Source: an optimization exercise on an open RTL-to-GDS flow (aim: small area, a short achievable clock period and few clock cycles per item). Production flows keep margins and buffers that such runs may drop. Only simulation tests tie the RTL to the original design; equivalence was not proved. Power is estimated from default activity; no workload was simulated.

## ahb_ml_mac_acc
module ahb_ml_mac_acc #(
  parameter int DATA_W  = 16,
  parameter int VEC_LEN = 8,
  parameter int ACC_W   = 40
) (
  input  logic        HCLK,
  input  logic        HRESETn,
  input  logic        HSEL,
  input  logic        HREADY,
  input  logic [1:0]  HTRANS,
  input  logic [2:0]  HSIZE,
  input  logic        HWRITE,
  input  logic [31:0] HADDR,
  input  logic [31:0] HWDATA,
  output logic        HREADYOUT,
  output logic [1:0]  HRESP,
  output logic [31:0] HRDATA,
  output logic        IRQ
);
  localparam int SW = 35;    
  logic [DATA_W-1:0] x_q [VEC_LEN];
  logic [DATA_W-1:0] w_q [VEC_LEN];
  logic [VEC_LEN-1:0] vx_q, vw_q;
  logic [3:0]  len_q;
  logic [3:0]  eff_q;
  logic        ie_q, done_q, busy_q, cap_q, restart_q, kill_q, kill2_q, rz_q, irq_q;
  logic        mx_e, mw_e, fnb_q, m_fresh;
  logic [DATA_W-1:0] mx_q, mw_q;
  logic [SW-1:0] s_q;
  logic [SW-1:0] r_q;
  logic [31:0]   hr_q;
  logic [DATA_W-1:0] hx_q;
  logic       sel;
  logic       a_ctrl_n, a_len_n, a_lo_n, a_hi_n, a_x_n, a_w_n;
  logic [2:0] jn;
  logic       t_ctrl, t_len, t_x, t_w, wr_q;
  logic [2:0] j_q;
  assign sel      = HSEL & HREADY & HTRANS[1];
  assign a_ctrl_n = sel & (HADDR[7:0] == 8'h00);
  assign a_len_n  = sel & (HADDR[7:0] == 8'h04);
  assign a_lo_n   = sel & (HADDR[7:0] == 8'h08);
  assign a_hi_n   = sel & (HADDR[7:0] == 8'h0C);
  assign a_x_n    = sel & (HADDR[7:5] == 3'b010) & (HADDR[1:0] == 2'b00);
  assign a_w_n    = sel & (HADDR[7:5] == 3'b100) & (HADDR[1:0] == 2'b00);
  assign jn       = HADDR[4:2];
  logic d_ctrl, d_len, d_lo, d_hi, d_x, d_w;
  assign d_ctrl = (HADDR[7:0] == 8'h00);
  assign d_len  = (HADDR[7:0] == 8'h04);
  assign d_lo   = (HADDR[7:0] == 8'h08);
  assign d_hi   = (HADDR[7:0] == 8'h0C);
  assign d_x    = (HADDR[7:5] == 3'b010) & (HADDR[1:0] == 2'b00);
  assign d_w    = (HADDR[7:5] == 3'b100) & (HADDR[1:0] == 2'b00);
  always_ff @(posedge HCLK or negedge HRESETn) begin
    if (!HRESETn) begin
      t_ctrl <= 1'b0;
      t_len  <= 1'b0;
      t_x    <= 1'b0;
      t_w    <= 1'b0;
      wr_q   <= 1'b0;
      j_q    <= '0;
    end else begin
      t_ctrl <= a_ctrl_n;
      t_len  <= a_len_n;
      t_x    <= a_x_n;
      t_w    <= a_w_n;
      wr_q   <= HWRITE;
      j_q    <= jn;
    end
  end
  ...
Size: about 550 flip-flops, about 110 I/O pins, ~29000 um^2 of cells after synthesis.
==> flow/config.mk <==
export PLATFORM = sky130hd
export DESIGN_NAME = ahb_ml_mac_acc
export DESIGN_NICKNAME = ahb_ml_mac_acc
export VERILOG_FILES = /design/flow/design.v
export SDC_FILE = /design/flow/constraint.sdc
export NUM_CORES = 4
export LEC_CHECK = 0
export ABC_AREA = 1
export CAP_MARGIN = 10
export CORE_MARGIN = 2
export CORE_UTILIZATION = 70
export CTS_CLUSTER_DIAMETER = 60
export CTS_CLUSTER_SIZE = 35
export SLEW_MARGIN = 10
==> flow/constraint.sdc <==
create_clock -name core_clock -period 11.0 [get_ports {HCLK}]
set_input_delay 2.2000 -clock core_clock [delete_from_list [all_inputs] [get_ports {HCLK}]]
set_output_delay 2.2000 -clock core_clock [all_outputs]
set_load 0.01 [all_outputs]
standard.sh (not shown) runs the stock make flow with config.mk's settings and CLKGATE_MAP_FILE= SYNTH_SCRIPT=/design/flow/synth_recipe.tcl, a recipe that flattens the netlist after the stock synthesis.
==> flow/flow/run.sh <==
#!/bin/bash
# The standard ORFS layout (standard.sh: the standard synthesis, then
# floorplan, placement, CTS and routing), with two changes to how it is made:
#  - repair_timing is asked to leave setup slack beyond the clock period
#    (SETUP_SLACK_MARGIN, in ns), so it sizes the paths for speed;
#  - every port still gets a buffer, but a plain buf_2 instead of the delay
#    cell buffer_ports picks by default.
# The SDC, the clock period and all other settings are the standard flow's.
set -euo pipefail
MARGIN=${MARGIN:-7.25}
bash standard.sh SETUP_SLACK_MARGIN=$MARGIN \
  "BUFFER_PORTS_ARGS=-buffer_cell sky130_fd_sc_hd__buf_2" \
  finish > flow_make.log 2>&1
Testbench counts at the start, summed over its fixed seeds: cycles 28,076, items 2,000.
Change:
--- a/flow/design.v
+++ b/flow/design.v
@@ -23,19 +23,18 @@
   logic [VEC_LEN-1:0] vx_q, vw_q;
   logic [3:0]  len_q;
   logic [3:0]  eff_q;
   logic        ie_q, done_q, busy_q, cap_q, restart_q, kill_q, kill2_q, rz_q, irq_q;
   logic        mx_e, mw_e, fnb_q, m_fresh;
   logic [DATA_W-1:0] mx_q, mw_q;
   logic [SW-1:0] s_q;
   logic [SW-1:0] r_q;
   logic [31:0]   hr_q;
-  logic [DATA_W-1:0] hx_q;
   logic       sel;
   logic       a_ctrl_n, a_len_n, a_lo_n, a_hi_n, a_x_n, a_w_n;
   logic [2:0] jn;
   logic       t_ctrl, t_len, t_x, t_w, wr_q;
   logic [2:0] j_q;
   assign sel      = HSEL & HREADY & HTRANS[1];
   assign a_ctrl_n = sel & (HADDR[7:0] == 8'h00);
   assign a_len_n  = sel & (HADDR[7:0] == 8'h04);
   assign a_lo_n   = sel & (HADDR[7:0] == 8'h08);
@@ -221,23 +220,23 @@
   always_ff @(posedge HCLK) begin
     mx_q <= hold_x ? mx_q : x_q[kx_n];
     mw_q <= hold_w ? mw_q : w_q[kw_n];
     mx_e <= hold_x | ((kx_n == eff_next[2:0]) & ~byp_x);
     mw_e <= hold_w | ((kw_n == eff_next[2:0]) & ~byp_w);
     m_fresh <= ~(byp_x | byp_w);
     hr_q <= ({32{d_ctrl}} & {28'd0, 1'b0, ie_next, done_next, busy_next}) |
             ({32{d_len}}  & {28'd0, len_next}) |
             ({32{d_lo & ~rz_next}} & r_next[31:0]) |
-            ({32{d_hi & ~rz_next}} & {{29{r_next[SW-1]}}, r_next[SW-1:32]});
-    hx_q <= ({DATA_W{d_x & vx_next[jn]}} & xm) |
-            ({DATA_W{d_w & vw_next[jn]}} & wm);
+            ({32{d_hi & ~rz_next}} & {{29{r_next[SW-1]}}, r_next[SW-1:32]}) |
+            ({32{d_x & vx_next[jn]}} & {{16{xm[DATA_W-1]}}, xm}) |
+            ({32{d_w & vw_next[jn]}} & {{16{wm[DATA_W-1]}}, wm});
   end
-  assign HRDATA    = hr_q | {{16{hx_q[DATA_W-1]}}, hx_q};
+  assign HRDATA    = hr_q;
   assign HREADYOUT = 1'b1;
   assign HRESP     = 2'b00;
   assign IRQ       = irq_q;
   logic unused_ok;
   assign unused_ok = ^{HSIZE, HTRANS[0], HADDR[31:8]};
 endmodule
 module mac_booth_csa (
   input  logic [15:0] a,
   input  logic [7:0] neg_in,
Result: Final area climbs by 3.2%. Power climbs by 2.1%. Routed wire length climbs by 12%. Global-route usage climbs by 3.1 points. Via count climbs by 6.7%. Critical path depth drops by 1. Setup slack got worse by 28 ps. Cell count climbs by 1.9%. Synthesized cell count climbs by 0.63%. Fmax drops by 0.72%. Combinational power climbs by about 9%.
Testbench counts after the change, summed over its fixed seeds: cycles 28,076, items 2,000.

==> re-timing with driven ports <==
The flow's constraints put no driver on any port. The routed layouts listed below were extracted and timed again, unchanged, in two steps.
Step 1 (the two cells are an assumption about what drives the block):
set clk [get_ports {HCLK}]
set_driving_cell -lib_cell sky130_fd_sc_hd__clkbuf_16 $clk
set_driving_cell -lib_cell sky130_fd_sc_hd__buf_2 [delete_from_list [all_inputs] $clk]
Step 2, shift: input delay + t, output delay - t, t = (earliest + latest rising clock arrival at the registers) / 2. This alone moves slack from input paths to output paths.
a / b / c = ideal / step 1 / step 2; a / b = the first two.
run	t (ns)	slack for setup (ns)	hold WS [ns]	worst setup path after step 2	pins driven straight from the clock port
the first run	0.660	7.162 / 7.184 / 6.524	0.491 / 0.491 / 0.491	input to register	1
the second run	0.641	7.135 / 7.171 / 6.530	0.495 / 0.495 / 0.495	input to register	1
After both steps setup and hold are still met in every run listed. For the first run, which loses most, drivers alone change the setup slack by +0.022 ns; drivers and shift together by -0.638 ns.
